Context: an optimization exercise on an open-source flow, tuned for small area and few clock cycles. The choices shown serve that exercise and are no tape-out recipe. RTL that was checked went through simulation tests only; none was proved equivalent to the original. The RTL of runs 2 and 3 was laid out without a check of its function.

## design/flow/design.v

```verilog
module weight_update_engine #(
  parameter int unsigned DATA_W = 16,
  parameter int unsigned FRAC_W = 8,
  parameter int unsigned LANES  = 4,
  parameter int unsigned DEPTH  = 64
) (
  input  logic                    i_clk,
  input  logic                    i_rst,
  input  logic                    i_start,
  input  logic                    i_mode,
  input  logic [DATA_W-1:0]       i_lr,
  input  logic                    i_in_valid,
  output logic                    o_in_ready,
  input  logic [LANES*DATA_W-1:0] i_w_old,
  input  logic [LANES*DATA_W-1:0] i_delta,
  output logic                    o_out_valid,
  input  logic                    i_out_ready,
  output logic [LANES*DATA_W-1:0] o_w_new,
  output logic                    o_busy,
  output logic                    o_done
);
  localparam int unsigned BEATS = DEPTH / LANES;
  localparam int unsigned CNT_W = $clog2(BEATS);
  logic                    r_busy;
  logic [CNT_W-1:0]        r_cnt;       
  logic [DATA_W-1:0]       r_lr;
  logic                    r_valid;
  logic [LANES*DATA_W-1:0] r_w_new;
  logic [LANES*DATA_W-1:0] w_w_new;
  logic w_in_fire;
  logic w_out_fire;
  logic w_cnt_last;
  logic w_last;
  assign w_cnt_last  = (r_cnt == CNT_W'(BEATS - 1));
  assign o_busy      = r_busy;
  assign o_in_ready  = r_busy && (!r_valid || (i_out_ready && !w_cnt_last));
  assign w_in_fire   = i_in_valid && o_in_ready;
  assign w_out_fire  = r_valid && i_out_ready;
  assign w_last      = w_out_fire && w_cnt_last;
  assign o_out_valid = r_valid;
  assign o_w_new     = r_w_new;
  assign o_done      = w_last;
  always_ff @(posedge i_clk) begin
    if (i_rst) begin
      r_busy <= 1'b0;
    end else if (!r_busy) begin
      r_busy <= i_start;
    end else if (w_last) begin
      r_busy <= 1'b0;
    end
  end
  always_ff @(posedge i_clk) begin
    if (i_rst) begin
      r_valid <= 1'b0;
    end else if (!r_valid || i_out_ready) begin
      r_valid <= w_in_fire;
    end
  end
  always_ff @(posedge i_clk) begin
    if (w_in_fire) r_w_new <= w_w_new;
  end
  always_ff @(posedge i_clk) begin
    if (!r_busy) begin
      r_cnt <= '0;
      r_lr  <= i_mode ? i_lr : {{(DATA_W-FRAC_W){1'b1}}, {FRAC_W{1'b0}}};
    end else if (w_out_fire) begin
      r_cnt <= r_cnt + CNT_W'(1);
    end
  end
  logic [7:0] w_neg, w_one, w_two;
  logic [16:0] w_lrx;
  assign w_lrx = {r_lr, 1'b0};
  always_comb begin
    for (int k = 0; k < 8; k++) begin
      w_neg[k] = !w_lrx[2*k+2] && (w_lrx[2*k+1] || w_lrx[2*k]);
      w_one[k] = w_lrx[2*k+1] ^ w_lrx[2*k];
      w_two[k] = (w_lrx[2*k+2] && !w_lrx[2*k+1] && !w_lrx[2*k])
              || (!w_lrx[2*k+2] && w_lrx[2*k+1] && w_lrx[2*k]);
    end
  end
  for (genvar g = 0; g < LANES; g++) begin : g_lane
    wue_lane u_lane (
      .d   (i_delta[g*DATA_W +: DATA_W]),
      .w   (i_w_old[g*DATA_W +: DATA_W]),
      .neg (w_neg),
      .one (w_one),
      .two (w_two),
      .r   (w_w_new[g*DATA_W +: DATA_W])
    );
  end
endmodule
module wue_lane (
  input  logic [15:0] d,
  input  logic [15:0] w,
  input  logic [7:0]  neg,
  input  logic [7:0]  one,
  input  logic [7:0]  two,
  output logic [15:0] r
);
  logic [16:0] pp0;
  logic [16:0] pp1;
  logic [16:0] pp2;
  logic [16:0] pp3;
  logic [16:0] pp4;
  logic [16:0] pp5;
  logic [16:0] pp6;
  logic [16:0] pp7;
  logic [16:0] dx;
  assign dx = {d[15], d};
  assign pp0 = (({17{one[0]}} & dx) | ({17{two[0]}} & {dx[15:0], 1'b0})) ^ {17{neg[0]}};
  assign pp1 = (({17{one[1]}} & dx) | ({17{two[1]}} & {dx[15:0], 1'b0})) ^ {17{neg[1]}};
  assign pp2 = (({17{one[2]}} & dx) | ({17{two[2]}} & {dx[15:0], 1'b0})) ^ {17{neg[2]}};
  assign pp3 = (({17{one[3]}} & dx) | ({17{two[3]}} & {dx[15:0], 1'b0})) ^ {17{neg[3]}};
  assign pp4 = (({17{one[4]}} & dx) | ({17{two[4]}} & {dx[15:0], 1'b0})) ^ {17{neg[4]}};
  assign pp5 = (({17{one[5]}} & dx) | ({17{two[5]}} & {dx[15:0], 1'b0})) ^ {17{neg[5]}};
  assign pp6 = (({17{one[6]}} & dx) | ({17{two[6]}} & {dx[15:0], 1'b0})) ^ {17{neg[6]}};
  assign pp7 = (({17{one[7]}} & dx) | ({17{two[7]}} & {dx[15:0], 1'b0})) ^ {17{neg[7]}};
  logic s1;
  logic c2;
  logic s3;
  logic c4;
  logic s5;
  logic c6;
  logic s7;
  logic c8;
  logic s9;
  logic c10;
  logic s11;
  logic c12;
  logic s13;
  logic c14;
  logic s15;
  logic c16;
  logic s17;
  logic c18;
  logic s19;
  logic c20;
  logic s21;
  logic c22;
  logic s23;
  logic c24;
  logic s25;
  logic c26;
  logic s27;
  logic c28;
  logic s29;
  logic c30;
  logic s31;
  logic c32;
  logic s33;
  logic c34;
  logic s35;
  logic c36;
  logic s37;
  logic c38;
  logic s39;
  logic c40;
  logic s41;
  logic c42;
  logic s43;
  logic c44;
  logic s45;
  logic c46;
  logic s47;
  logic c48;
  logic s49;
  logic c50;
  logic s51;
  logic c52;
  logic s53;
  logic c54;
  logic s55;
  logic c56;
  logic s57;
  logic c58;
  logic s59;
  logic c60;
  logic s61;
  logic c62;
  logic s63;
  logic c64;
  logic s65;
  logic c66;
  logic s67;
  logic c68;
  logic s69;
  logic c70;
  logic s71;
  logic c72;
  logic s73;
  logic c74;
  logic s75;
  logic c76;
  logic s77;
  logic c78;
  logic s79;
  logic c80;
  logic s81;
  logic c82;
  logic s83;
  logic c84;
  logic s85;
  logic c86;
  logic s87;
  logic c88;
  logic s89;
  logic c90;
  logic s91;
  logic c92;
  logic s93;
  logic c94;
  logic s95;
  logic c96;
  logic s97;
  logic c98;
  logic s99;
  logic c100;
  logic s101;
  logic c102;
  logic s103;
  logic c104;
  logic s105;
  logic c106;
  logic s107;
  logic c108;
  logic s109;
  logic c110;
  logic s111;
  logic c112;
  logic s113;
  logic c114;
  logic s115;
  logic c116;
  logic s117;
  logic c118;
  logic s119;
  logic c120;
  logic s121;
  logic c122;
  logic s123;
  logic c124;
  logic s125;
  logic c126;
  logic s127;
  logic c128;
  logic s129;
  logic c130;
  logic s131;
  logic c132;
  logic s133;
  logic c134;
  logic s135;
  logic c136;
  logic s137;
  logic c138;
  logic s139;
  logic c140;
  logic s141;
  logic c142;
  logic s143;
  logic c144;
  logic s145;
  logic c146;
  logic s147;
  logic c148;
  logic s149;
  logic c150;
  logic s151;
  logic c152;
  logic s153;
  logic c154;
  logic s155;
  logic c156;
  logic s157;
  logic c158;
  logic s159;
  logic c160;
  logic s161;
  logic c162;
  logic s163;
  logic c164;
  logic s165;
  logic c166;
  logic s167;
  logic c168;
  logic s169;
  logic c170;
  logic s171;
  logic c172;
  logic s173;
  logic c174;
  logic s175;
  logic c176;
  logic s177;
  logic c178;
  logic s179;
  logic c180;
  logic s181;
  logic c182;
  logic s183;
  logic c184;
  logic s185;
  logic c186;
  logic s187;
  logic c188;
  logic s189;
  logic c190;
  logic s191;
  logic c192;
  logic s193;
  logic c194;
  logic s195;
  logic c196;
  logic s197;
  logic c198;
  logic s199;
  logic c200;
  logic s201;
  logic c202;
  logic s203;
  logic c204;
  logic s205;
  logic c206;
  logic s207;
  logic c208;
  logic s209;
  logic c210;
  logic s211;
  logic c212;
  logic s213;
  logic c214;
  logic s215;
  logic c216;
  logic s217;
  logic c218;
  logic s219;
  logic c220;
  logic s221;
  logic c222;
  logic s223;
  logic c224;
  logic s225;
  logic c226;
  logic s227;
  logic c228;
  logic s229;
  logic c230;
  logic s231;
  logic c232;
  logic s233;
  logic c234;
  logic s235;
  logic c236;
  logic s237;
  logic c238;
  logic s239;
  logic c240;
  logic s241;
  logic c242;
  logic s243;
  logic c244;
  logic s245;
  logic c246;
  logic s247;
  logic c248;
  logic s249;
  logic c250;
  logic s251;
  logic c252;
  logic s253;
  logic c254;
  logic s255;
  logic c256;
  logic s257;
  logic c258;
  logic s259;
  logic c260;
  logic s261;
  logic c262;
  logic s263;
  logic c264;
  logic s265;
  logic c266;
  logic s267;
  logic c268;
  logic s269;
  logic c270;
  wue_fa u_fa0 (.a(neg[1]), .b(pp1[0]), .ci(pp0[1]), .s(s1), .co(c2));
  wue_fa u_fa1 (.a(pp1[1]), .b(pp0[2]), .ci(~pp0[3]), .s(s3), .co(c4));
  wue_fa u_fa2 (.a(neg[2]), .b(pp1[2]), .ci(pp2[0]), .s(s5), .co(c6));
  wue_fa u_fa3 (.a(pp0[3]), .b(~pp0[4]), .ci(c4), .s(s7), .co(c8));
  wue_fa u_fa4 (.a(pp1[3]), .b(pp2[1]), .ci(pp0[4]), .s(s9), .co(c10));
  wue_fa u_fa5 (.a(~pp0[5]), .b(c6), .ci(s9), .s(s11), .co(c12));
  wue_fa u_fa6 (.a(neg[3]), .b(pp1[4]), .ci(pp2[2]), .s(s13), .co(c14));
  wue_fa u_fa7 (.a(pp3[0]), .b(pp0[5]), .ci(~pp0[6]), .s(s15), .co(c16));
  wue_fa u_fa8 (.a(c10), .b(s13), .ci(s15), .s(s17), .co(c18));
  wue_fa u_fa9 (.a(pp1[5]), .b(pp2[3]), .ci(pp3[1]), .s(s19), .co(c20));
  wue_fa u_fa10 (.a(pp0[6]), .b(~pp0[7]), .ci(c14), .s(s21), .co(c22));
  wue_fa u_fa11 (.a(c16), .b(s19), .ci(s21), .s(s23), .co(c24));
  wue_fa u_fa12 (.a(neg[4]), .b(w[0]), .ci(pp0[8]), .s(s25), .co(c26));
  wue_fa u_fa13 (.a(pp1[6]), .b(pp2[4]), .ci(pp3[2]), .s(s27), .co(c28));
  wue_fa u_fa14 (.a(pp4[0]), .b(pp0[7]), .ci(c20), .s(s29), .co(c30));
  wue_fa u_fa15 (.a(s25), .b(s27), .ci(c22), .s(s31), .co(c32));
  wue_fa u_fa16 (.a(w[1]), .b(pp0[9]), .ci(pp1[7]), .s(s35), .co(c36));
  wue_fa u_fa17 (.a(pp2[5]), .b(pp3[3]), .ci(pp4[1]), .s(s37), .co(c38));
  wue_fa u_fa18 (.a(c26), .b(c28), .ci(s35), .s(s39), .co(c40));
  wue_fa u_fa19 (.a(s37), .b(c30), .ci(s39), .s(s41), .co(c42));
  wue_fa u_fa20 (.a(neg[5]), .b(w[2]), .ci(pp0[10]), .s(s45), .co(c46));
  wue_fa u_fa21 (.a(pp1[8]), .b(pp2[6]), .ci(pp3[4]), .s(s47), .co(c48));
  wue_fa u_fa22 (.a(pp4[2]), .b(pp5[0]), .ci(c36), .s(s49), .co(c50));
  wue_fa u_fa23 (.a(c38), .b(s45), .ci(s47), .s(s51), .co(c52));
  wue_fa u_fa24 (.a(s49), .b(c40), .ci(s51), .s(s53), .co(c54));
  wue_fa u_fa25 (.a(w[3]), .b(pp0[11]), .ci(pp1[9]), .s(s57), .co(c58));
  wue_fa u_fa26 (.a(pp2[7]), .b(pp3[5]), .ci(pp4[3]), .s(s59), .co(c60));
  wue_fa u_fa27 (.a(pp5[1]), .b(c46), .ci(c48), .s(s61), .co(c62));
  wue_fa u_fa28 (.a(s57), .b(s59), .ci(c50), .s(s63), .co(c64));
  wue_fa u_fa29 (.a(s61), .b(c52), .ci(s63), .s(s65), .co(c66));
  wue_fa u_fa30 (.a(neg[6]), .b(w[4]), .ci(pp0[12]), .s(s69), .co(c70));
  wue_fa u_fa31 (.a(pp1[10]), .b(pp2[8]), .ci(pp3[6]), .s(s71), .co(c72));
  wue_fa u_fa32 (.a(pp4[4]), .b(pp5[2]), .ci(pp6[0]), .s(s73), .co(c74));
  wue_fa u_fa33 (.a(c58), .b(c60), .ci(s69), .s(s75), .co(c76));
  wue_fa u_fa34 (.a(s71), .b(s73), .ci(c62), .s(s77), .co(c78));
  wue_fa u_fa35 (.a(s75), .b(c64), .ci(s77), .s(s79), .co(c80));
  wue_fa u_fa36 (.a(w[5]), .b(pp0[13]), .ci(pp1[11]), .s(s83), .co(c84));
  wue_fa u_fa37 (.a(pp2[9]), .b(pp3[7]), .ci(pp4[5]), .s(s85), .co(c86));
  wue_fa u_fa38 (.a(pp5[3]), .b(pp6[1]), .ci(c70), .s(s87), .co(c88));
  wue_fa u_fa39 (.a(c72), .b(c74), .ci(s83), .s(s89), .co(c90));
  wue_fa u_fa40 (.a(s85), .b(s87), .ci(c76), .s(s91), .co(c92));
  wue_fa u_fa41 (.a(s89), .b(c78), .ci(s91), .s(s93), .co(c94));
  wue_fa u_fa42 (.a(neg[7]), .b(w[6]), .ci(pp0[14]), .s(s97), .co(c98));
  wue_fa u_fa43 (.a(pp1[12]), .b(pp2[10]), .ci(pp3[8]), .s(s99), .co(c100));
  wue_fa u_fa44 (.a(pp4[6]), .b(pp5[4]), .ci(pp6[2]), .s(s101), .co(c102));
  wue_fa u_fa45 (.a(pp7[0]), .b(c84), .ci(c86), .s(s103), .co(c104));
  wue_fa u_fa46 (.a(s97), .b(s99), .ci(s101), .s(s105), .co(c106));
  wue_fa u_fa47 (.a(c88), .b(s103), .ci(c90), .s(s107), .co(c108));
  wue_fa u_fa48 (.a(s105), .b(c92), .ci(s107), .s(s109), .co(c110));
  wue_fa u_fa49 (.a(w[7]), .b(pp0[15]), .ci(pp1[13]), .s(s113), .co(c114));
  wue_fa u_fa50 (.a(pp2[11]), .b(pp3[9]), .ci(pp4[7]), .s(s115), .co(c116));
  wue_fa u_fa51 (.a(pp5[5]), .b(pp6[3]), .ci(pp7[1]), .s(s117), .co(c118));
  wue_fa u_fa52 (.a(c98), .b(c100), .ci(c102), .s(s119), .co(c120));
  wue_fa u_fa53 (.a(s113), .b(s115), .ci(s117), .s(s121), .co(c122));
  wue_fa u_fa54 (.a(c104), .b(s119), .ci(c106), .s(s123), .co(c124));
  wue_fa u_fa55 (.a(s121), .b(c108), .ci(s123), .s(s125), .co(c126));
  wue_fa u_fa56 (.a(w[8]), .b(pp1[14]), .ci(pp2[12]), .s(s129), .co(c130));
  wue_fa u_fa57 (.a(pp3[10]), .b(pp4[8]), .ci(pp5[6]), .s(s131), .co(c132));
  wue_fa u_fa58 (.a(pp6[4]), .b(pp7[2]), .ci(pp0[16]), .s(s133), .co(c134));
  wue_fa u_fa59 (.a(c114), .b(c116), .ci(c118), .s(s135), .co(c136));
  wue_fa u_fa60 (.a(s129), .b(s131), .ci(s133), .s(s137), .co(c138));
  wue_fa u_fa61 (.a(c120), .b(s135), .ci(c122), .s(s139), .co(c140));
  wue_fa u_fa62 (.a(s137), .b(c124), .ci(s139), .s(s141), .co(c142));
  wue_fa u_fa63 (.a(w[9]), .b(pp1[15]), .ci(pp2[13]), .s(s145), .co(c146));
  wue_fa u_fa64 (.a(pp3[11]), .b(pp4[9]), .ci(pp5[7]), .s(s147), .co(c148));
  wue_fa u_fa65 (.a(pp6[5]), .b(pp7[3]), .ci(pp0[16]), .s(s149), .co(c150));
  wue_fa u_fa66 (.a(c130), .b(c132), .ci(c134), .s(s151), .co(c152));
  wue_fa u_fa67 (.a(s145), .b(s147), .ci(s149), .s(s153), .co(c154));
  wue_fa u_fa68 (.a(c136), .b(s151), .ci(c138), .s(s155), .co(c156));
  wue_fa u_fa69 (.a(s153), .b(c140), .ci(s155), .s(s157), .co(c158));
  wue_fa u_fa70 (.a(w[10]), .b(~pp1[16]), .ci(pp2[14]), .s(s161), .co(c162));
  wue_fa u_fa71 (.a(pp3[12]), .b(pp4[10]), .ci(pp5[8]), .s(s163), .co(c164));
  wue_fa u_fa72 (.a(pp6[6]), .b(pp7[4]), .ci(~pp0[16]), .s(s165), .co(c166));
  wue_fa u_fa73 (.a(c146), .b(c148), .ci(c150), .s(s167), .co(c168));
  wue_fa u_fa74 (.a(s161), .b(s163), .ci(s165), .s(s169), .co(c170));
  wue_fa u_fa75 (.a(c152), .b(s167), .ci(c154), .s(s171), .co(c172));
  wue_fa u_fa76 (.a(s169), .b(c156), .ci(s171), .s(s173), .co(c174));
  wue_fa u_fa77 (.a(w[11]), .b(pp3[13]), .ci(pp4[11]), .s(s177), .co(c178));
  wue_fa u_fa78 (.a(pp5[9]), .b(pp6[7]), .ci(pp7[5]), .s(s179), .co(c180));
  wue_fa u_fa79 (.a(~pp2[15]), .b(c162), .ci(c164), .s(s181), .co(c182));
  wue_fa u_fa80 (.a(c166), .b(s177), .ci(s179), .s(s183), .co(c184));
  wue_fa u_fa81 (.a(c168), .b(s181), .ci(c170), .s(s185), .co(c186));
  wue_fa u_fa82 (.a(s183), .b(c172), .ci(s185), .s(s187), .co(c188));
  wue_fa u_fa83 (.a(w[12]), .b(~pp2[16]), .ci(pp3[14]), .s(s191), .co(c192));
  wue_fa u_fa84 (.a(pp4[12]), .b(pp5[10]), .ci(pp6[8]), .s(s193), .co(c194));
  wue_fa u_fa85 (.a(pp7[6]), .b(pp2[15]), .ci(c178), .s(s195), .co(c196));
  wue_fa u_fa86 (.a(c180), .b(s191), .ci(s193), .s(s197), .co(c198));
  wue_fa u_fa87 (.a(c182), .b(s195), .ci(c184), .s(s199), .co(c200));
  wue_fa u_fa88 (.a(s197), .b(c186), .ci(s199), .s(s201), .co(c202));
  wue_fa u_fa89 (.a(w[13]), .b(pp4[13]), .ci(pp5[11]), .s(s205), .co(c206));
  wue_fa u_fa90 (.a(pp6[9]), .b(pp7[7]), .ci(~pp3[15]), .s(s207), .co(c208));
  wue_fa u_fa91 (.a(c192), .b(c194), .ci(s205), .s(s209), .co(c210));
  wue_fa u_fa92 (.a(s207), .b(c196), .ci(c198), .s(s211), .co(c212));
  wue_fa u_fa93 (.a(s209), .b(c200), .ci(s211), .s(s213), .co(c214));
  wue_fa u_fa94 (.a(w[14]), .b(~pp3[16]), .ci(pp4[14]), .s(s217), .co(c218));
  wue_fa u_fa95 (.a(pp5[12]), .b(pp6[10]), .ci(pp7[8]), .s(s219), .co(c220));
  wue_fa u_fa96 (.a(pp3[15]), .b(c206), .ci(c208), .s(s221), .co(c222));
  wue_fa u_fa97 (.a(s217), .b(s219), .ci(s221), .s(s223), .co(c224));
  wue_fa u_fa98 (.a(c210), .b(c212), .ci(s223), .s(s225), .co(c226));
  wue_fa u_fa99 (.a(~w[15]), .b(pp4[15]), .ci(pp5[13]), .s(s229), .co(c230));
  wue_fa u_fa100 (.a(pp6[11]), .b(pp7[9]), .ci(c218), .s(s231), .co(c232));
  wue_fa u_fa101 (.a(c220), .b(s229), .ci(c222), .s(s233), .co(c234));
  wue_fa u_fa102 (.a(s231), .b(c224), .ci(s233), .s(s235), .co(c236));
  wue_fa u_fa103 (.a(~pp4[16]), .b(pp5[14]), .ci(pp6[12]), .s(s239), .co(c240));
  wue_fa u_fa104 (.a(pp7[10]), .b(c230), .ci(s239), .s(s241), .co(c242));
  wue_fa u_fa105 (.a(c232), .b(s241), .ci(c234), .s(s243), .co(c244));
  wue_fa u_fa106 (.a(pp6[13]), .b(pp7[11]), .ci(~pp5[15]), .s(s247), .co(c248));
  wue_fa u_fa107 (.a(c240), .b(s247), .ci(c242), .s(s249), .co(c250));
  wue_fa u_fa108 (.a(~pp5[16]), .b(pp6[14]), .ci(pp7[12]), .s(s253), .co(c254));
  wue_fa u_fa109 (.a(pp5[15]), .b(c248), .ci(s253), .s(s255), .co(c256));
  wue_fa u_fa110 (.a(pp7[13]), .b(~pp6[15]), .ci(c254), .s(s259), .co(c260));
  wue_fa u_fa111 (.a(~pp6[16]), .b(pp7[14]), .ci(pp6[15]), .s(s263), .co(c264));
  wue_ha u_ha0 (.a(s29), .b(c24), .s(s33), .co(c34));
  wue_ha u_ha1 (.a(c32), .b(s41), .s(s43), .co(c44));
  wue_ha u_ha2 (.a(c42), .b(s53), .s(s55), .co(c56));
  wue_ha u_ha3 (.a(c54), .b(c56), .s(s67), .co(c68));
  wue_ha u_ha4 (.a(c66), .b(s79), .s(s81), .co(c82));
  wue_ha u_ha5 (.a(c80), .b(s93), .s(s95), .co(c96));
  wue_ha u_ha6 (.a(c94), .b(s109), .s(s111), .co(c112));
  wue_ha u_ha7 (.a(c110), .b(s125), .s(s127), .co(c128));
  wue_ha u_ha8 (.a(c126), .b(s141), .s(s143), .co(c144));
  wue_ha u_ha9 (.a(c142), .b(s157), .s(s159), .co(c160));
  wue_ha u_ha10 (.a(c158), .b(s173), .s(s175), .co(c176));
  wue_ha u_ha11 (.a(c174), .b(s187), .s(s189), .co(c190));
  wue_ha u_ha12 (.a(c188), .b(s201), .s(s203), .co(c204));
  wue_ha u_ha13 (.a(c202), .b(s213), .s(s215), .co(c216));
  wue_ha u_ha14 (.a(c214), .b(s225), .s(s227), .co(c228));
  wue_ha u_ha15 (.a(c226), .b(s235), .s(s237), .co(c238));
  wue_ha u_ha16 (.a(c236), .b(s243), .s(s245), .co(c246));
  wue_ha u_ha17 (.a(s249), .b(c244), .s(s251), .co(c252));
  wue_ha u_ha18 (.a(s255), .b(c250), .s(s257), .co(c258));
  wue_ha u_ha19 (.a(s259), .b(c256), .s(s261), .co(c262));
  wue_ha u_ha20 (.a(s263), .b(c260), .s(s265), .co(c266));
  wue_ha u_ha21 (.a(~pp7[15]), .b(c264), .s(s267), .co(c268));
  wue_ha u_ha22 (.a(~pp7[16]), .b(pp7[15]), .s(s269), .co(c270));
  logic [31:0] ra, rb, sum;
  assign ra = {c270, c268, c266, c262, c258, c252, c246, c238, c228, c216, c204, c190, c176, c160, c144, c128, c112, c96, c82, c68, s65, c44, c34, s31, c18, c12, c8, s5, c2, ~pp0[2], pp0[0], neg[0]};
  assign rb = {1'b0, s269, s267, s265, s261, s257, s251, s245, s237, s227, s215, s203, s189, s175, s159, s143, s127, s111, s95, s81, s67, s55, s43, s33, s23, s17, s11, s7, s3, s1, ~pp0[1], ~pp0[0]};
  logic [23:0] lo;
  logic [8:0]  hi0, hi1;
  logic        ovf0, ovf1, ovf, sgn;
  assign lo   = {1'b0, ra[22:0]} + {1'b0, rb[22:0]};
  assign hi0  = ra[31:23] + rb[31:23] + 9'h100;
  assign hi1  = ra[31:23] + rb[31:23] + 9'h100 + 9'h001;
  assign ovf0 = (hi0 != 9'h000) && (hi0 != 9'h1ff);
  assign ovf1 = (hi1 != 9'h000) && (hi1 != 9'h1ff);
  assign ovf  = lo[23] ? ovf1 : ovf0;
  assign sgn  = lo[23] ? hi1[8] : hi0[8];
  always_comb begin
    if (ovf)
      r = sgn ? 16'h8000 : 16'h7fff;
    else
      r = {ra[23] ^ rb[23] ^ lo[23], lo[22:8]};
  end
endmodule
module wue_ha (
  input  logic a,
  input  logic b,
  output logic s,
  output logic co
);
  assign s  = a ^ b;
  assign co = a & b;
endmodule
module wue_fa (
  input  logic a,
  input  logic b,
  input  logic ci,
  output logic s,
  output logic co
);
  assign s  = a ^ b ^ ci;
  assign co = (a & b) | (a & ci) | (b & ci);
endmodule
```

## design/flow/run.sh

```bash
#!/bin/bash
# synth_recipe.tcl (not shown) runs the flow's synth.tcl, then flattens the netlist and writes it again
# the make line also repeats each setting of config.mk as NAME=value (left out here)
make -C /OpenROAD-flow-scripts/flow DESIGN_CONFIG=/design/flow/config.mk WORK_HOME=/design/flow/orfs CLKGATE_MAP_FILE= SYNTH_SCRIPT=/design/flow/synth_recipe.tcl finish
```

## design/flow/config.mk

```make
export PLATFORM = sky130hd
export DESIGN_NAME = weight_update_engine
export DESIGN_NICKNAME = weight_update_engine
export VERILOG_FILES = /design/flow/design.v
export SDC_FILE = /design/flow/constraint.sdc
export NUM_CORES = 4
export LEC_CHECK = 0
export CAP_MARGIN = 20
export CORE_MARGIN = 2
export CORE_UTILIZATION = 40
export SLEW_MARGIN = 20
export SYNTH_HIERARCHICAL = 1
```

## design/flow/constraint.sdc

```tcl
create_clock -name core_clock -period 8.5 [get_ports {i_clk}]
set_input_delay 1.7000 -clock core_clock [delete_from_list [all_inputs] [get_ports {i_clk}]]
set_output_delay 1.7000 -clock core_clock [all_outputs]
set_load 0.01 [all_outputs]
```

==> results of run 1 <==
logic make-up (layout without fill, tap and decap cells):
logic type | Yosys count | in the layout | share of synthesized area
AOI/OAI and AO/OA | 817 | 817 | 0.2068
xor gates and xnor gates | 614 | 614 | 0.1867
adders and majority gates | 676 | 676 | 0.4113
buffers and inverters | 376 | 462 | 0.05229
DFF | 86 | 86 | 0.08755
muxes | 8 | 8 | 0.003300
other | 0 | 3 | 0
and+or+nand+nor | 274 | 274 | 0.05207
synth_stat cells (5+ instances only):
cell type,count,area share
nand2b_1,20,0.0043
or2_2,8,0.0017
o21ai_2,32,0.0097
and2_1,16,0.0035
ha_1,224,0.097
nor2_1,54,0.0070
xnor2_1,540,0.16
dfxtp_1,6,0.0042
o21ai_0,104,0.018
o21ai_1,8,0.0014
buf_1,20,0.0026
o211ai_1,8,0.0021
edfxtp_1,80,0.083
o31ai_1,8,0.0021
fa_1,452,0.31
a21oi_1,50,0.0087
or3_1,5,0.0011
a31oi_1,12,0.0026
a21o_1,36,0.0094
nor4b_1,8,0.0024
a211oi_1,10,0.0026
inv_1,79,0.010
nand2_1,77,0.010
a22oi_1,480,0.13
xor2_1,74,0.022
clkbuf_1,269,0.035
and3_1,24,0.0052
nand3_1,15,0.0026
nor2b_1,9,0.0020
o21a_1,16,0.0042
through the flow:
step	setup WS, ps	area (um2)	utilization	instances
2_1_floorplan	1238	28810	-	2851
3_3_place_gp	525.6	32510	0.4556	3870
3_5_place_dp	323.3	32510	0.4556	3870
4_1_cts	763.3	32820	0.4599	3886
5_1_grt	391.5	32850	0.4603	3888
6_report	756.0	32850	0.4604	3890
layout make-up:
type	count	area, um2
Antenna cell	3	7.507
Clock buffer	9	225.2
Clock inverter	7	78.83
Fill cell	6674	38510
Inverter	79	296.5
Multi-Input combinational cell	2389	24950
Sequential cell	86	2522
Tap cell	950	1189
Timing Repair Buffer	367	3581
layout by cell type, fill, tap and decap left out, types with 36 or more instances in the layout:
master and instances:
xnor2_1 540, a22oi_1 480, a21o_1 36, nor2_1 45, clkdlybuf4s50_1 217, xor2_1 74, nand2_1 77, o21ai_0 97
ha_1 217, buf_4 128, fa_1 452, inv_1 79, edfxtp_1 80, a21oi_1 50
worst max-delay path, delay by kind of cell:
kind                     cells  cell delay (ps)
XOR/XNOR                     2              600
AND/OR/NAND/NOR              4             1200
buffers and inverters        3             1080
adder cells (fa/ha/maj)      7             2520
AO/OA/AOI/OAI                4              760
layer usage:
metal	vias up	share of wire	GRT usage
met3	143	0.074	0.03809
li1	10210	-	-
met4	6	0.029	0.08300
met2	1066	0.47	0.4056
met1	11790	0.43	0.3371
met5	-	0.00034	0
registers in the layout (all words and copies together) (netlist names):
register / count
r_cnt: 4
r_w_new: 64
r_valid: 1
r_busy: 1
r_lr: 16
per-module statistics from Yosys (local to each module, per instance):
module                cells  area [um2]
weight_update_engine    179        3042
wue_fa                    1       20.02
wue_ha                    1       12.51
wue_lane                533        3913
worst min path at each step:
stage,end,slack [ps],depth (start not counted)
after floorplan,r_cnt[1],450,2
after global placement,r_cnt[1],460,2
after detailed placement,r_cnt[1],490,2
after CTS,r_cnt[1],510,2
after global routing,r_cnt[1],540,2
final,r_cnt[1],500,2
==> run summary, run 1 <==
post-synth net total=3677; layout cell share with drive strength beyond 1=0.09227; CP max FO=15; r2r worst-path depth=20; I/O Pins=218; synthesized instance count=between 2000 and 3000; TNS Setup=0 ps; largest net degree at the start of global routing=between 60 and 70; die height=about 270 um; cts repair resizes=0; total track usage=0.2486; worst-margin pin slew=slightly above 1000 ps; crit path cell chain=clkdlybuf4s50_1 > buf_4 > o21ai_0 > xnor2_1 > inv_1 > fa_1 > fa_1 > fa_1 > fa_1 > ha_1 > ha_1 > fa_1 > a21o_1 > a221oi_2 > xnor2_1 > and4_1 > or3b_1 > or3b_4 > nand3_4 > o21ai_0; first-pass GRT wire length=around 140000 um; fin. max-slew vios=0; Hold Startpoint=r_cnt[1]; worst skew pair latency=about 400 ps; Worst path most repeated cell=fa_1; Max Root-Sink Buffers=2; FF-to-FF Start=r_lr[11]; synth warn=8; crit path time final=7744 ps; Pre-Repair DR Iteration Count=6; row cnt=98; root buffer cell=clkbuf_16; max cap viols=0; drt total wl=between 90000 and 100000 um; hold_ws=about 500 ps; Worst EP arrival=7880 ps; vias per cell=just under 6; initial DRC count=2147; Setup violations, final=0; post-CTS setup buffers=0; H-tree lvl count=3; Crit Path Class=in2reg; main flop type after synthesis=edfxtp_1; CP peak stage delay=750 ps; hold buffer count at cts=0; Max-Slew Margin vs Limit=0.3111; CTS tree=built; Die ar.=about 74000 um2; fin nets=3758; Final ANT Viol Nets=0; min-delay worst type=reg2reg; die width=between 200 and 300 um; #FFs+latches synth=86; clk_skew=18.50 ps; flop2flop setup slack=1080 ps; starting density of the core=0.4037; dpl hpwl=70020 um; CP Launch Type=input pin; Post-synth EDFFs=80; Worst setup EP type=flip-flop; WL/cell=23.65 um; initial antenna violation count=4; Num Clock Sinks=86; Async S/R FF share, synth=0; status=no timing/DRC/antenna violations; DRC violations left=0; routability cong.=0.9089; post-synth cell types=59; RSZ-0062 raised after global routing=no; overflow left after global routing=0; Worst R2R End=r_w_new[50]; CP max stage cell=clkdlybuf4s50_1; Seq/Total Area, Yosys=0.08755; Avg Cell Area, Syn=10.11 um2; clock-pin slew on the worst setup and hold paths=90 ps; port bufs=between 200 and 250; P&R area growth vs syn=14.03%; WP data required=8630 ps; post-synth design cell area=28810 um2; crit path to=r_w_new[17]; crit path from=i_delta[31]; Vias=23220; Hold Vio Cnt, Final=0; fmax=between 0.1 and 0.15 GHz; vias in the first global route=24710; Core ar.=just over 70000 um2; cts bufs inserted=9; Tcrit/Tclk final=0.9111
Testbench counts, summed over its fixed seeds: cycles 5,760.
==> run 2, diff against run 1 <==
--- a/design/flow/design.v
+++ b/design/flow/design.v
@@ -21,24 +21,16 @@
 );
   localparam int unsigned BEATS = DEPTH / LANES;
   localparam int unsigned CNT_W = $clog2(BEATS);
-  logic                    r_busy;
-  logic [CNT_W-1:0]        r_cnt;       
-  logic [DATA_W-1:0]       r_lr;
-  logic                    r_valid;
-  logic [LANES*DATA_W-1:0] r_w_new;
-  logic [LANES*DATA_W-1:0] w_w_new;
-  logic w_in_fire;
-  logic w_out_fire;
-  logic w_cnt_last;
+  logic              r_busy;
+  logic [CNT_W-1:0]  r_cnt;
+  logic [DATA_W-1:0] r_lr;
+  logic w_fire;
   logic w_last;
-  assign w_cnt_last  = (r_cnt == CNT_W'(BEATS - 1));
   assign o_busy      = r_busy;
-  assign o_in_ready  = r_busy && (!r_valid || (i_out_ready && !w_cnt_last));
-  assign w_in_fire   = i_in_valid && o_in_ready;
-  assign w_out_fire  = r_valid && i_out_ready;
-  assign w_last      = w_out_fire && w_cnt_last;
-  assign o_out_valid = r_valid;
-  assign o_w_new     = r_w_new;
+  assign o_in_ready  = r_busy && i_out_ready;
+  assign o_out_valid = r_busy && i_in_valid;
+  assign w_fire      = r_busy && i_in_valid && i_out_ready;
+  assign w_last      = w_fire && (r_cnt == CNT_W'(BEATS - 1));
   assign o_done      = w_last;
   always_ff @(posedge i_clk) begin
     if (i_rst) begin
@@ -50,20 +42,10 @@
     end
   end
   always_ff @(posedge i_clk) begin
-    if (i_rst) begin
-      r_valid <= 1'b0;
-    end else if (!r_valid || i_out_ready) begin
-      r_valid <= w_in_fire;
-    end
-  end
-  always_ff @(posedge i_clk) begin
-    if (w_in_fire) r_w_new <= w_w_new;
-  end
-  always_ff @(posedge i_clk) begin
     if (!r_busy) begin
       r_cnt <= '0;
       r_lr  <= i_mode ? i_lr : {{(DATA_W-FRAC_W){1'b1}}, {FRAC_W{1'b0}}};
-    end else if (w_out_fire) begin
+    end else if (w_fire) begin
       r_cnt <= r_cnt + CNT_W'(1);
     end
   end
@@ -85,7 +67,7 @@
       .neg (w_neg),
       .one (w_one),
       .two (w_two),
-      .r   (w_w_new[g*DATA_W +: DATA_W])
+      .r   (o_w_new[g*DATA_W +: DATA_W])
     );
   end
 endmodule
@@ -520,24 +502,273 @@
   wue_ha u_ha20 (.a(s263), .b(c260), .s(s265), .co(c266));
   wue_ha u_ha21 (.a(~pp7[15]), .b(c264), .s(s267), .co(c268));
   wue_ha u_ha22 (.a(~pp7[16]), .b(pp7[15]), .s(s269), .co(c270));
-  logic [31:0] ra, rb, sum;
+  logic [31:0] ra, rb;
   assign ra = {c270, c268, c266, c262, c258, c252, c246, c238, c228, c216, c204, c190, c176, c160, c144, c128, c112, c96, c82, c68, s65, c44, c34, s31, c18, c12, c8, s5, c2, ~pp0[2], pp0[0], neg[0]};
   assign rb = {1'b0, s269, s267, s265, s261, s257, s251, s245, s237, s227, s215, s203, s189, s175, s159, s143, s127, s111, s95, s81, s67, s55, s43, s33, s23, s17, s11, s7, s3, s1, ~pp0[1], ~pp0[0]};
-  logic [23:0] lo;
-  logic [8:0]  hi0, hi1;
-  logic        ovf0, ovf1, ovf, sgn;
-  assign lo   = {1'b0, ra[22:0]} + {1'b0, rb[22:0]};
-  assign hi0  = ra[31:23] + rb[31:23] + 9'h100;
-  assign hi1  = ra[31:23] + rb[31:23] + 9'h100 + 9'h001;
-  assign ovf0 = (hi0 != 9'h000) && (hi0 != 9'h1ff);
-  assign ovf1 = (hi1 != 9'h000) && (hi1 != 9'h1ff);
-  assign ovf  = lo[23] ? ovf1 : ovf0;
-  assign sgn  = lo[23] ? hi1[8] : hi0[8];
+  logic [31:0] g, p;
+  wue_ha u_pg0 (.a(ra[0]), .b(rb[0]), .s(p[0]), .co(g[0]));
+  wue_ha u_pg1 (.a(ra[1]), .b(rb[1]), .s(p[1]), .co(g[1]));
+  wue_ha u_pg2 (.a(ra[2]), .b(rb[2]), .s(p[2]), .co(g[2]));
+  wue_ha u_pg3 (.a(ra[3]), .b(rb[3]), .s(p[3]), .co(g[3]));
+  wue_ha u_pg4 (.a(ra[4]), .b(rb[4]), .s(p[4]), .co(g[4]));
+  wue_ha u_pg5 (.a(ra[5]), .b(rb[5]), .s(p[5]), .co(g[5]));
+  wue_ha u_pg6 (.a(ra[6]), .b(rb[6]), .s(p[6]), .co(g[6]));
+  wue_ha u_pg7 (.a(ra[7]), .b(rb[7]), .s(p[7]), .co(g[7]));
+  wue_ha u_pg8 (.a(ra[8]), .b(rb[8]), .s(p[8]), .co(g[8]));
+  wue_ha u_pg9 (.a(ra[9]), .b(rb[9]), .s(p[9]), .co(g[9]));
+  wue_ha u_pg10 (.a(ra[10]), .b(rb[10]), .s(p[10]), .co(g[10]));
+  wue_ha u_pg11 (.a(ra[11]), .b(rb[11]), .s(p[11]), .co(g[11]));
+  wue_ha u_pg12 (.a(ra[12]), .b(rb[12]), .s(p[12]), .co(g[12]));
+  wue_ha u_pg13 (.a(ra[13]), .b(rb[13]), .s(p[13]), .co(g[13]));
+  wue_ha u_pg14 (.a(ra[14]), .b(rb[14]), .s(p[14]), .co(g[14]));
+  wue_ha u_pg15 (.a(ra[15]), .b(rb[15]), .s(p[15]), .co(g[15]));
+  wue_ha u_pg16 (.a(ra[16]), .b(rb[16]), .s(p[16]), .co(g[16]));
+  wue_ha u_pg17 (.a(ra[17]), .b(rb[17]), .s(p[17]), .co(g[17]));
+  wue_ha u_pg18 (.a(ra[18]), .b(rb[18]), .s(p[18]), .co(g[18]));
+  wue_ha u_pg19 (.a(ra[19]), .b(rb[19]), .s(p[19]), .co(g[19]));
+  wue_ha u_pg20 (.a(ra[20]), .b(rb[20]), .s(p[20]), .co(g[20]));
+  wue_ha u_pg21 (.a(ra[21]), .b(rb[21]), .s(p[21]), .co(g[21]));
+  wue_ha u_pg22 (.a(ra[22]), .b(rb[22]), .s(p[22]), .co(g[22]));
+  wue_ha u_pg23 (.a(ra[23]), .b(rb[23]), .s(p[23]), .co(g[23]));
+  wue_ha u_pg24 (.a(ra[24]), .b(rb[24]), .s(p[24]), .co(g[24]));
+  wue_ha u_pg25 (.a(ra[25]), .b(rb[25]), .s(p[25]), .co(g[25]));
+  wue_ha u_pg26 (.a(ra[26]), .b(rb[26]), .s(p[26]), .co(g[26]));
+  wue_ha u_pg27 (.a(ra[27]), .b(rb[27]), .s(p[27]), .co(g[27]));
+  wue_ha u_pg28 (.a(ra[28]), .b(rb[28]), .s(p[28]), .co(g[28]));
+  wue_ha u_pg29 (.a(ra[29]), .b(rb[29]), .s(p[29]), .co(g[29]));
+  wue_ha u_pg30 (.a(ra[30]), .b(rb[30]), .s(p[30]), .co(g[30]));
+  assign g[31] = 1'b0;
+  assign p[31] = ra[31];
+  logic gx0_1, px0_1;
+  assign gx0_1 = g[1] | (p[1] & g[0]);
+  assign px0_1 = p[1] & p[0];
+  logic gx0_3, px0_3;
+  assign gx0_3 = g[3] | (p[3] & g[2]);
+  assign px0_3 = p[3] & p[2];
+  logic gx0_5, px0_5;
+  assign gx0_5 = g[5] | (p[5] & g[4]);
+  assign px0_5 = p[5] & p[4];
+  logic gx0_7, px0_7;
+  assign gx0_7 = g[7] | (p[7] & g[6]);
+  assign px0_7 = p[7] & p[6];
+  logic gx0_9, px0_9;
+  assign gx0_9 = g[9] | (p[9] & g[8]);
+  assign px0_9 = p[9] & p[8];
+  logic gx0_11, px0_11;
+  assign gx0_11 = g[11] | (p[11] & g[10]);
+  assign px0_11 = p[11] & p[10];
+  logic gx0_13, px0_13;
+  assign gx0_13 = g[13] | (p[13] & g[12]);
+  assign px0_13 = p[13] & p[12];
+  logic gx0_15, px0_15;
+  assign gx0_15 = g[15] | (p[15] & g[14]);
+  assign px0_15 = p[15] & p[14];
+  logic gx0_17, px0_17;
+  assign gx0_17 = g[17] | (p[17] & g[16]);
+  assign px0_17 = p[17] & p[16];
+  logic gx0_19, px0_19;
+  assign gx0_19 = g[19] | (p[19] & g[18]);
+  assign px0_19 = p[19] & p[18];
+  logic gx0_21, px0_21;
+  assign gx0_21 = g[21] | (p[21] & g[20]);
+  assign px0_21 = p[21] & p[20];
+  logic gx1_2, px1_2;
+  assign gx1_2 = g[2] | (p[2] & gx0_1);
+  assign px1_2 = p[2] & px0_1;
+  logic gx1_3, px1_3;
+  assign gx1_3 = gx0_3 | (px0_3 & gx0_1);
+  assign px1_3 = px0_3 & px0_1;
+  logic gx1_6, px1_6;
+  assign gx1_6 = g[6] | (p[6] & gx0_5);
+  assign px1_6 = p[6] & px0_5;
+  logic gx1_7, px1_7;
+  assign gx1_7 = gx0_7 | (px0_7 & gx0_5);
+  assign px1_7 = px0_7 & px0_5;
+  logic gx1_10, px1_10;
+  assign gx1_10 = g[10] | (p[10] & gx0_9);
+  assign px1_10 = p[10] & px0_9;
+  logic gx1_11, px1_11;
+  assign gx1_11 = gx0_11 | (px0_11 & gx0_9);
+  assign px1_11 = px0_11 & px0_9;
+  logic gx1_14, px1_14;
+  assign gx1_14 = g[14] | (p[14] & gx0_13);
+  assign px1_14 = p[14] & px0_13;
+  logic gx1_15, px1_15;
+  assign gx1_15 = gx0_15 | (px0_15 & gx0_13);
+  assign px1_15 = px0_15 & px0_13;
+  logic gx1_18, px1_18;
+  assign gx1_18 = g[18] | (p[18] & gx0_17);
+  assign px1_18 = p[18] & px0_17;
+  logic gx1_19, px1_19;
+  assign gx1_19 = gx0_19 | (px0_19 & gx0_17);
+  assign px1_19 = px0_19 & px0_17;
+  logic gx1_22, px1_22;
+  assign gx1_22 = g[22] | (p[22] & gx0_21);
+  assign px1_22 = p[22] & px0_21;
+  logic gx2_4, px2_4;
+  assign gx2_4 = g[4] | (p[4] & gx1_3);
+  assign px2_4 = p[4] & px1_3;
+  logic gx2_5, px2_5;
+  assign gx2_5 = gx0_5 | (px0_5 & gx1_3);
+  assign px2_5 = px0_5 & px1_3;
+  logic gx2_6, px2_6;
+  assign gx2_6 = gx1_6 | (px1_6 & gx1_3);
+  assign px2_6 = px1_6 & px1_3;
+  logic gx2_7, px2_7;
+  assign gx2_7 = gx1_7 | (px1_7 & gx1_3);
+  assign px2_7 = px1_7 & px1_3;
+  logic gx2_12, px2_12;
+  assign gx2_12 = g[12] | (p[12] & gx1_11);
+  assign px2_12 = p[12] & px1_11;
+  logic gx2_13, px2_13;
+  assign gx2_13 = gx0_13 | (px0_13 & gx1_11);
+  assign px2_13 = px0_13 & px1_11;
+  logic gx2_14, px2_14;
+  assign gx2_14 = gx1_14 | (px1_14 & gx1_11);
+  assign px2_14 = px1_14 & px1_11;
+  logic gx2_15, px2_15;
+  assign gx2_15 = gx1_15 | (px1_15 & gx1_11);
+  assign px2_15 = px1_15 & px1_11;
+  logic gx2_20, px2_20;
+  assign gx2_20 = g[20] | (p[20] & gx1_19);
+  assign px2_20 = p[20] & px1_19;
+  logic gx2_21, px2_21;
+  assign gx2_21 = gx0_21 | (px0_21 & gx1_19);
+  assign px2_21 = px0_21 & px1_19;
+  logic gx2_22, px2_22;
+  assign gx2_22 = gx1_22 | (px1_22 & gx1_19);
+  assign px2_22 = px1_22 & px1_19;
+  logic gx3_8, px3_8;
+  assign gx3_8 = g[8] | (p[8] & gx2_7);
+  assign px3_8 = p[8] & px2_7;
+  logic gx3_9, px3_9;
+  assign gx3_9 = gx0_9 | (px0_9 & gx2_7);
+  assign px3_9 = px0_9 & px2_7;
+  logic gx3_10, px3_10;
+  assign gx3_10 = gx1_10 | (px1_10 & gx2_7);
+  assign px3_10 = px1_10 & px2_7;
+  logic gx3_11, px3_11;
+  assign gx3_11 = gx1_11 | (px1_11 & gx2_7);
+  assign px3_11 = px1_11 & px2_7;
+  logic gx3_12, px3_12;
+  assign gx3_12 = gx2_12 | (px2_12 & gx2_7);
+  assign px3_12 = px2_12 & px2_7;
+  logic gx3_13, px3_13;
+  assign gx3_13 = gx2_13 | (px2_13 & gx2_7);
+  assign px3_13 = px2_13 & px2_7;
+  logic gx3_14, px3_14;
+  assign gx3_14 = gx2_14 | (px2_14 & gx2_7);
+  assign px3_14 = px2_14 & px2_7;
+  logic gx3_15, px3_15;
+  assign gx3_15 = gx2_15 | (px2_15 & gx2_7);
+  assign px3_15 = px2_15 & px2_7;
+  logic gx4_16, px4_16;
+  assign gx4_16 = g[16] | (p[16] & gx3_15);
+  assign px4_16 = p[16] & px3_15;
+  logic gx4_17, px4_17;
+  assign gx4_17 = gx0_17 | (px0_17 & gx3_15);
+  assign px4_17 = px0_17 & px3_15;
+  logic gx4_18, px4_18;
+  assign gx4_18 = gx1_18 | (px1_18 & gx3_15);
+  assign px4_18 = px1_18 & px3_15;
+  logic gx4_19, px4_19;
+  assign gx4_19 = gx1_19 | (px1_19 & gx3_15);
+  assign px4_19 = px1_19 & px3_15;
+  logic gx4_20, px4_20;
+  assign gx4_20 = gx2_20 | (px2_20 & gx3_15);
+  assign px4_20 = px2_20 & px3_15;
+  logic gx4_21, px4_21;
+  assign gx4_21 = gx2_21 | (px2_21 & gx3_15);
+  assign px4_21 = px2_21 & px3_15;
+  logic gx4_22, px4_22;
+  assign gx4_22 = gx2_22 | (px2_22 & gx3_15);
+  assign px4_22 = px2_22 & px3_15;
+  logic [23:8] c;
+  assign c[8] = gx2_7;
+  assign c[9] = gx3_8;
+  assign c[10] = gx3_9;
+  assign c[11] = gx3_10;
+  assign c[12] = gx3_11;
+  assign c[13] = gx3_12;
+  assign c[14] = gx3_13;
+  assign c[15] = gx3_14;
+  assign c[16] = gx3_15;
+  assign c[17] = gx4_16;
+  assign c[18] = gx4_17;
+  assign c[19] = gx4_18;
+  assign c[20] = gx4_19;
+  assign c[21] = gx4_20;
+  assign c[22] = gx4_21;
+  assign c[23] = gx4_22;
+  logic [8:0] t0, t1;    
+  logic [8:0] tc0, tc1;
+  localparam logic [8:0] KT = 9'h100;
+  logic gy0_1, py0_1;
+  assign gy0_1 = g[24] | (p[24] & g[23]);
+  assign py0_1 = p[24] & p[23];
+  logic gy0_3, py0_3;
+  assign gy0_3 = g[26] | (p[26] & g[25]);
+  assign py0_3 = p[26] & p[25];
+  logic gy0_5, py0_5;
+  assign gy0_5 = g[28] | (p[28] & g[27]);
+  assign py0_5 = p[28] & p[27];
+  logic gy0_7, py0_7;
+  assign gy0_7 = g[30] | (p[30] & g[29]);
+  assign py0_7 = p[30] & p[29];
+  logic gy1_2, py1_2;
+  assign gy1_2 = g[25] | (p[25] & gy0_1);
+  assign py1_2 = p[25] & py0_1;
+  logic gy1_3, py1_3;
+  assign gy1_3 = gy0_3 | (py0_3 & gy0_1);
+  assign py1_3 = py0_3 & py0_1;
+  logic gy1_6, py1_6;
+  assign gy1_6 = g[29] | (p[29] & gy0_5);
+  assign py1_6 = p[29] & py0_5;
+  logic gy1_7, py1_7;
+  assign gy1_7 = gy0_7 | (py0_7 & gy0_5);
+  assign py1_7 = py0_7 & py0_5;
+  logic gy2_4, py2_4;
+  assign gy2_4 = g[27] | (p[27] & gy1_3);
+  assign py2_4 = p[27] & py1_3;
+  logic gy2_5, py2_5;
+  assign gy2_5 = gy0_5 | (py0_5 & gy1_3);
+  assign py2_5 = py0_5 & py1_3;
+  logic gy2_6, py2_6;
+  assign gy2_6 = gy1_6 | (py1_6 & gy1_3);
+  assign py2_6 = py1_6 & py1_3;
+  logic gy2_7, py2_7;
+  assign gy2_7 = gy1_7 | (py1_7 & gy1_3);
+  assign py2_7 = py1_7 & py1_3;
+  assign tc0[0] = 1'b0;
+  assign tc1[0] = 1'b1;
+  assign tc0[1] = g[23];
+  assign tc1[1] = g[23] | p[23];
+  assign tc0[2] = gy0_1;
+  assign tc1[2] = gy0_1 | py0_1;
+  assign tc0[3] = gy1_2;
+  assign tc1[3] = gy1_2 | py1_2;
+  assign tc0[4] = gy1_3;
+  assign tc1[4] = gy1_3 | py1_3;
+  assign tc0[5] = gy2_4;
+  assign tc1[5] = gy2_4 | py2_4;
+  assign tc0[6] = gy2_5;
+  assign tc1[6] = gy2_5 | py2_5;
+  assign tc0[7] = gy2_6;
+  assign tc1[7] = gy2_6 | py2_6;
+  assign tc0[8] = gy2_7;
+  assign tc1[8] = gy2_7 | py2_7;
+  assign t0 = p[31:23] ^ tc0 ^ KT;
+  assign t1 = p[31:23] ^ tc1 ^ KT;
+  logic ovf0, ovf1, ovf, sgn;
+  assign ovf0 = (t0 != 9'h000) && (t0 != 9'h1ff);
+  assign ovf1 = (t1 != 9'h000) && (t1 != 9'h1ff);
+  assign ovf  = c[23] ? ovf1 : ovf0;
+  assign sgn  = c[23] ? t1[8] : t0[8];
   always_comb begin
     if (ovf)
       r = sgn ? 16'h8000 : 16'h7fff;
     else
-      r = {ra[23] ^ rb[23] ^ lo[23], lo[22:8]};
+      r = p[23:8] ^ c[23:8];
   end
 endmodule
 module wue_ha (
==> design/flow/flow/run.sh (new file) <==
#!/bin/bash
# Standard layout, with the port buffers made from plain buffers instead of delay cells.
set -euo pipefail
bash standard.sh "BUFFER_PORTS_ARGS=-buffer_cell sky130_fd_sc_hd__buf_2" finish > standard.log 2>&1
==> design/flow/standard.sh (new file) <==
#!/bin/bash
# synth_recipe.tcl (not shown) runs the flow's synth.tcl, then flattens the netlist and writes it again
# the make line also repeats each setting of config.mk as NAME=value (left out here)
make -C /OpenROAD-flow-scripts/flow DESIGN_CONFIG=/design/flow/config.mk WORK_HOME=/design/flow/orfs CLKGATE_MAP_FILE= SYNTH_SCRIPT=/design/flow/synth_recipe.tcl "${@:-finish}"
removed: design/flow/run.sh
==> run summary, run 2 <==
fin cells=approximately 4000; #FFs+latches synth=21; routability cong.=~0.88; CP Launch Type=input pin; DRC violations left=0; final core utilization=0.5230; starting density of the core=0.4040; post-synth cell types=49; Post-synth EDFFs=16; root buffer cell=clkbuf_16; total track usage=0.2578; most frequent cells in the layout=xnor2_1 (502), fa_1 (352), buf_4 (338); CTS tree=built; Avg Cell Area, Syn=between 9 and 10 um2; Setup violations, final=26; synth top area cells=fa_1 (34%), xnor2_1 (18%), a22oi_1 (14%); status=finished with violations; Die ar.=68590 um2; overflow left after global routing=0; worst-margin pin slew=1041 ps; fin. max-slew vios=0; cts bufs inserted=3; Pre-Repair DR Iteration Count=6; H-tree lvl count=1; Max Root-Sink Buffers=2; Max-Slew Margin vs Limit=0.3056; Routed met1 length=37310 um; post-synth net total=3620; Regs by FF count=r_lr (16), r_cnt (4), r_busy (1); Vias=between 20000 and 25000; WL/cell=22.95 um; most common cell after layout, fill and taps aside=xnor2_1; Top Layer Used=met5; met2 WL=44550 um; Setup WS post-layout=-113.4 ps; CP max FO=15; Placement Setup Slack=-586.3 ps; row cnt=94; most instantiated cells after synthesis=xnor2_1 (556), a22oi_1 (480), fa_1 (448); max reg flops=16; Worst setup EP type=primary output; clock-pin slew on the worst setup and hold paths=70 ps; Tcrit/Tclk final=1.013; layout cell share with drive strength beyond 1=0.3465; post-synth design cell area=26610 um2; cell taking the most area after synthesis=fa_1; Most flops, register=r_lr; metal3 WL=around 6200 um; Seq/Total Area, Yosys=0.02182; Hold Vio Cnt, Final=0; I/O Pins=approximately 220; placed cells=3899; Design Area, Final=34440 um2; fmax=0.1161 GHz; Fail Reasons=negative setup slack; die width=around 260 um; main flop type after synthesis=edfxtp_1; clk_skew=4.542 ps; vias per cell=~6.0; initial antenna violation count=6; worst skew pair latency=260 ps; synthesized instance count=roughly 2800; crit path time final=8613 ps; Worst EP arrival=around 7000 ps; WP data required=6800 ps; Synth top area share=0.3371; fin nets=3948; Final ANT Viol Nets=0; min-delay worst type=reg2reg; hold_ws=502.9 ps; drt total wl=91140 um; TNS Setup=-1674 ps; dpl hpwl=68690 um; top-count cell post-synth=xnor2_1; Num Clock Sinks=21; Post-DP Area=30790 um2; Crit Path Class=in2out; first-pass GRT wire length=140200 um; port bufs=217; synth warn=8; initial DRC count=1905; RSZ-0062 raised after global routing=yes; die height=261.9 um; vias in the first global route=25270; Core ar.=around 66000 um2; largest net degree at the start of global routing=42; P&R area growth vs syn=29.46%; max cap viols=0; Async S/R FF share, synth=0
-- run 2: logic make-up (layout without fill, tap and decap cells) --
| logic type | after synthesis | in the layout | synth area share |
|---|---|---|---|
| buffers and inverters | 392 | 716 | 0.05756 |
| flip-flops | 21 | 21 | 0.02182 |
| adder cells (fa/ha/maj) | 692 | 692 | 0.4518 |
| AO/OA/AOI/OAI | 750 | 753 | 0.2058 |
| XOR/XNOR | 630 | 630 | 0.2074 |
| AND/OR/NAND/NOR | 285 | 285 | 0.05258 |
| other | 0 | 2 | 0 |
| multiplexers | 8 | 8 | 0.003010 |
-- run 2: modules after synthesis, one instance, submodules excluded --
| module | flip-flops and latches | cells |
|---|---|---|
| wue_ha | 0 | 1 |
| wue_fa | 0 | 1 |
| weight_update_engine | 21 | 110 |
| wue_lane | 0 | 501 |
-- run 2: worst paths after layout --
| path | start | end | slack, ps | cells past startpoint |
|---|---|---|---|---|
| setup / recovery | i_delta[7] | o_w_new[7] | -110 | 25 |
| hold reg to reg | r_cnt[3] | r_cnt[3] | 500 | 2 |
| setup reg to reg | r_busy | r_lr[4] | 7150 | 1 |
| hold / removal | r_cnt[3] | r_cnt[3] | 500 | 2 |
-- run 2: layout make-up --
type                            instances  area [um2]
Multi-Input combinational cell       2368       27150
Timing Repair Buffer                  617        5187
Inverter                               95       356.6
Clock inverter                          1       7.507
Sequential cell                        21       580.6
Tap cell                              864        1081
Antenna cell                            2       5.005
Clock buffer                            3       75.07
Fill cell                            5801       31420
-- run 2: critical path, cell delays in order --
cell and delay (ps):
buf_6 110, buf_6 120, a22oi_2 240, xnor2_2 120, fa_2 410, fa_2 490
fa_2 550, fa_2 460, ha_4 180, ha_4 160, ha_4 150, o211ai_1 260
nand2_1 120, buf_4 150, buf_4 120, buf_4 130, a31o_4 240, nor3_4 160
o2111ai_2 170, buf_4 190, mux2i_4 170, nor2b_4 60, buf_12 140, a21o_1 160
buf_2 140
-- run 2: timing repair --
item	4_1_cts	5_1_grt
hold buffers	0	0
endpoints found under the setup margin	64	64
gates resized for setup	258	319
pin swaps	142	213
cloned	4	3
buffers inserted	33	27
-- run 2: layer usage --
| metal | global-route usage | vias up |
|---|---|---|
| li1 | - | 10390 |
| met1 | 0.3409 | 12010 |
| met2 | 0.4414 | 1091 |
| met3 | 0.03376 | 210 |
| met4 | 0.07470 | 4 |
| met5 | 0 | - |
==> run 3, diff against run 2 <==
--- a/design/flow/design.v
+++ b/design/flow/design.v
@@ -21,16 +21,24 @@
 );
   localparam int unsigned BEATS = DEPTH / LANES;
   localparam int unsigned CNT_W = $clog2(BEATS);
-  logic              r_busy;
-  logic [CNT_W-1:0]  r_cnt;
-  logic [DATA_W-1:0] r_lr;
-  logic w_fire;
+  logic                    r_busy;
+  logic [CNT_W-1:0]        r_cnt;       
+  logic [DATA_W-1:0]       r_lr;
+  logic                    r_valid;
+  logic [LANES*DATA_W-1:0] r_w_new;
+  logic [LANES*DATA_W-1:0] w_w_new;
+  logic w_in_fire;
+  logic w_out_fire;
+  logic w_cnt_last;
   logic w_last;
+  assign w_cnt_last  = (r_cnt == CNT_W'(BEATS - 1));
   assign o_busy      = r_busy;
-  assign o_in_ready  = r_busy && i_out_ready;
-  assign o_out_valid = r_busy && i_in_valid;
-  assign w_fire      = r_busy && i_in_valid && i_out_ready;
-  assign w_last      = w_fire && (r_cnt == CNT_W'(BEATS - 1));
+  assign o_in_ready  = r_busy && (!r_valid || (i_out_ready && !w_cnt_last));
+  assign w_in_fire   = i_in_valid && o_in_ready;
+  assign w_out_fire  = r_valid && i_out_ready;
+  assign w_last      = w_out_fire && w_cnt_last;
+  assign o_out_valid = r_valid;
+  assign o_w_new     = r_w_new;
   assign o_done      = w_last;
   always_ff @(posedge i_clk) begin
     if (i_rst) begin
@@ -42,10 +50,20 @@
     end
   end
   always_ff @(posedge i_clk) begin
+    if (i_rst) begin
+      r_valid <= 1'b0;
+    end else if (!r_valid || i_out_ready) begin
+      r_valid <= w_in_fire;
+    end
+  end
+  always_ff @(posedge i_clk) begin
+    if (w_in_fire) r_w_new <= w_w_new;
+  end
+  always_ff @(posedge i_clk) begin
     if (!r_busy) begin
       r_cnt <= '0;
       r_lr  <= i_mode ? i_lr : {{(DATA_W-FRAC_W){1'b1}}, {FRAC_W{1'b0}}};
-    end else if (w_fire) begin
+    end else if (w_out_fire) begin
       r_cnt <= r_cnt + CNT_W'(1);
     end
   end
@@ -67,7 +85,7 @@
       .neg (w_neg),
       .one (w_one),
       .two (w_two),
-      .r   (o_w_new[g*DATA_W +: DATA_W])
+      .r   (w_w_new[g*DATA_W +: DATA_W])
     );
   end
 endmodule
==> run summary, run 3 <==
status=no timing/DRC/antenna violations; hold buffer count at cts=0; Final ANT Viol Nets=0; Pre-Repair DR Iteration Count=6; fin cells=3808; largest net degree at the start of global routing=65; RSZ-0062 raised after global routing=no; max reg flops=64; die height=roughly 270 um; Most flops, register=r_w_new; Seq/Total Area, Yosys=0.08829; clock-pin slew on the worst setup and hold paths=80 ps; post-synth net total=3689; initial DRC count=2091; Hold Startpoint=r_cnt[1]; H-tree lvl count=3; Tcrit/Tclk final=0.8641; Hold Vio Cnt, Final=0; DRC violations left=0; Vias=22880; Max-Slew Margin vs Limit=0.3086; Die ar.=73580 um2; Design Area, Final=31040 um2; Num Clock Sinks=86; most frequent cells in the layout=xnor2_1 (556), a22oi_1 (480), fa_1 (448); Regs by FF count=r_w_new (64), r_lr (16), r_cnt (4); layout cell share with drive strength beyond 1=0.1246; #FFs+latches synth=86; fmax=roughly 0.14 GHz; Max Root-Sink Buffers=2; row cnt=97; starting density of the core=0.4059; Avg Cell Area, Syn=10.04 um2; dpl hpwl=66510 um; I/O Pins=218; cts bufs inserted=9; synthesized instance count=2847; CTS tree=built; fin. max-slew vios=0; initial antenna violation count=5; Async S/R FF share, synth=0; Post-DP Area=30710 um2; first-pass GRT wire length=140500 um; min-delay worst type=reg2reg; crit path cell chain=inv_1 > ha_2 > nor2_4 > buf_4 > xnor2_1 > fa_1 > fa_1 > fa_1 > fa_1 > ha_1 > ha_1 > a21o_1 > a21o_1 > a2111o_1 > and3_1 > a311o_1 > mux2i_1 > nor2b_1 > a21o_1; max cap viols=0; FF-to-FF Start=r_lr[1]; fin nets=3702; Worst setup EP type=flip-flop; CP max FO=18; die width=~270 um; most common cell after layout, fill and taps aside=xnor2_1; Core ar.=70390 um2; crit path from=r_lr[1]; CP peak stage delay=810 ps; TNS Setup=0 ps; Worst path most repeated cell=fa_1; CP max stage cell=nor2b_1; drt total wl=a little under 90000 um; CP Launch Type=flip-flop; worst skew pair latency=approximately 400 ps; P&R area growth vs syn=8.632%; CP delay by family, top=adder cells; main flop type after synthesis=edfxtp_1; crit path time final=7345 ps; routability cong.=between 0.8 and 0.9; post-synth design cell area=28570 um2; WP data required=8760 ps; Worst EP arrival=7610 ps; clk_skew=approximately 16 ps; cts repair resizes=0; port bufs=217; Synth top area share=0.3139; placed cells=3789; hold_ws=503.2 ps; vias in the first global route=24890; Setup violations, final=0; post-synth cell types=49; most instantiated cells after synthesis=xnor2_1 (556), a22oi_1 (480), fa_1 (448); WL/cell=roughly 23 um; worst-margin pin slew=1035 ps; overflow left after global routing=0; cell taking the most area after synthesis=fa_1; synth top area cells=fa_1 (31%), xnor2_1 (17%), a22oi_1 (13%); top-count cell post-synth=xnor2_1; total track usage=0.2426; vias per cell=6.009; root buffer cell=clkbuf_16; Crit Path Class=reg2reg; synth warn=8; Post-synth EDFFs=80; CP bufs+invs=2; post-CTS setup buffers=0
-- run 3: cell types whose count changed in the layout (fill, tap and decap cells not counted), sizes merged, moves of 2 or more --
cell / before / now
edfxtp: 16 / 80
clkbuf: 7 / 11
nor2: 60 / 62
and2: 10 / 8
buf: 613 / 299
bufinv: 0 / 2
o21a: 18 / 16
a211oi: 4 / 6
-- run 3: worst paths after layout --
check | to | slack [ps] | cells past startpoint
min | r_cnt[1] | 500 | 2
max reg2reg | r_w_new[19] | 1160 | 19
max | r_w_new[19] | 1160 | 19
min reg2reg | r_cnt[1] | 500 | 2
-- run 3: metal layers --
metal  global-route usage  wire, um  up-vias
met5                    0        56        -
met4              0.09644      3061       10
met3              0.04379      7126      203
met2               0.3900     41930     1100
met1               0.3238     37030    11540
li1                     -         -    10030
-- run 3: worst reg2reg max path, stage by stage (launching register included) --
cell,delay (ps)
edfxtp_1,500
inv_1,150
ha_2,220
nor2_4,750
buf_4,380
xnor2_1,200
fa_1,490
fa_1,460
fa_1,520
fa_1,430
ha_1,300
ha_1,340
a21o_1,220
a21o_1,200
a2111o_1,420
and3_1,170
a311o_1,380
mux2i_1,140
nor2b_1,810
a21o_1,150
-- run 3: cells by family after synthesis --
kind of cell / share of synthesized area
compound gates: 0.1924
fa+ha+maj: 0.4208
xor+xnor: 0.1931
buf+inv: 0.05360
simple gates: 0.04900
flops: 0.08829
mux: 0.002803
-- run 3: cell type report --
class | count | area [um2]
fill | 6768 | 39360
multi-input combinational | 2369 | 24690
sequential | 86 | 2522
timing repair buffer | 299 | 1964
tap | 940 | 1176
inverter | 95 | 356.6
clock buffer | 11 | 232.7
clock inverter | 5 | 83.83
antenna | 3 | 7.507
-- run 3: per-module statistics from Yosys (local to each module, per instance) --
module                cells inside  flops+latches  area [um2]  copies in the design
weight_update_engine           179             86        3042                     1
wue_fa                           1              0       20.02                   448
wue_ha                           1              0       12.51                   216
wue_lane                       501              0        3465                     4
-- run 3: per-stage QoR --
stage,setup slack (ps),utilization
6_report,1155,0.4409
3_5_place_dp,764.1,0.4362
3_3_place_gp,895.0,0.4362
4_1_cts,1140,0.4407
5_1_grt,744.5,0.4408
2_1_floorplan,1386,-

-- port drivers added, routing unchanged --
The results above use ideal ports. As a check the final layouts listed here were re-extracted and re-timed, cells and wires unchanged. Step 1 sets driving cells, clkbuf_16 on the clock port and buf_2 on the other inputs (assumed; they add their load-dependent delay and slew). Step 2 also shifts input and output timing later by t, the mid clock arrival at the registers, as if the neighbouring blocks saw the same clock. Three values: ideal, step 1, step 2; two values: the first two.
run | shift t [ns] | slack for setup (ns) | clock arrival spread, ns | slew at the worst register clock pin (ns) | worst data-port slew with drivers (ns)
run 1 | 0.459 | 0.756 / 0.783 / 0.324 | 0.018 / 0.019 | 0.09 / 0.09 | 0.14
run 2 | 0.297 | -0.113 / -0.178 / -0.178 | 0.005 / 0.005 | 0.07 / 0.07 | 0.14
run 3 | 0.454 | 1.155 / 1.155 / 0.811 | 0.017 / 0.016 | 0.08 / 0.08 | 0.09
The setup slack of run 1, which loses most, moves by +0.027 ns with the drivers and by -0.432 ns with both steps.
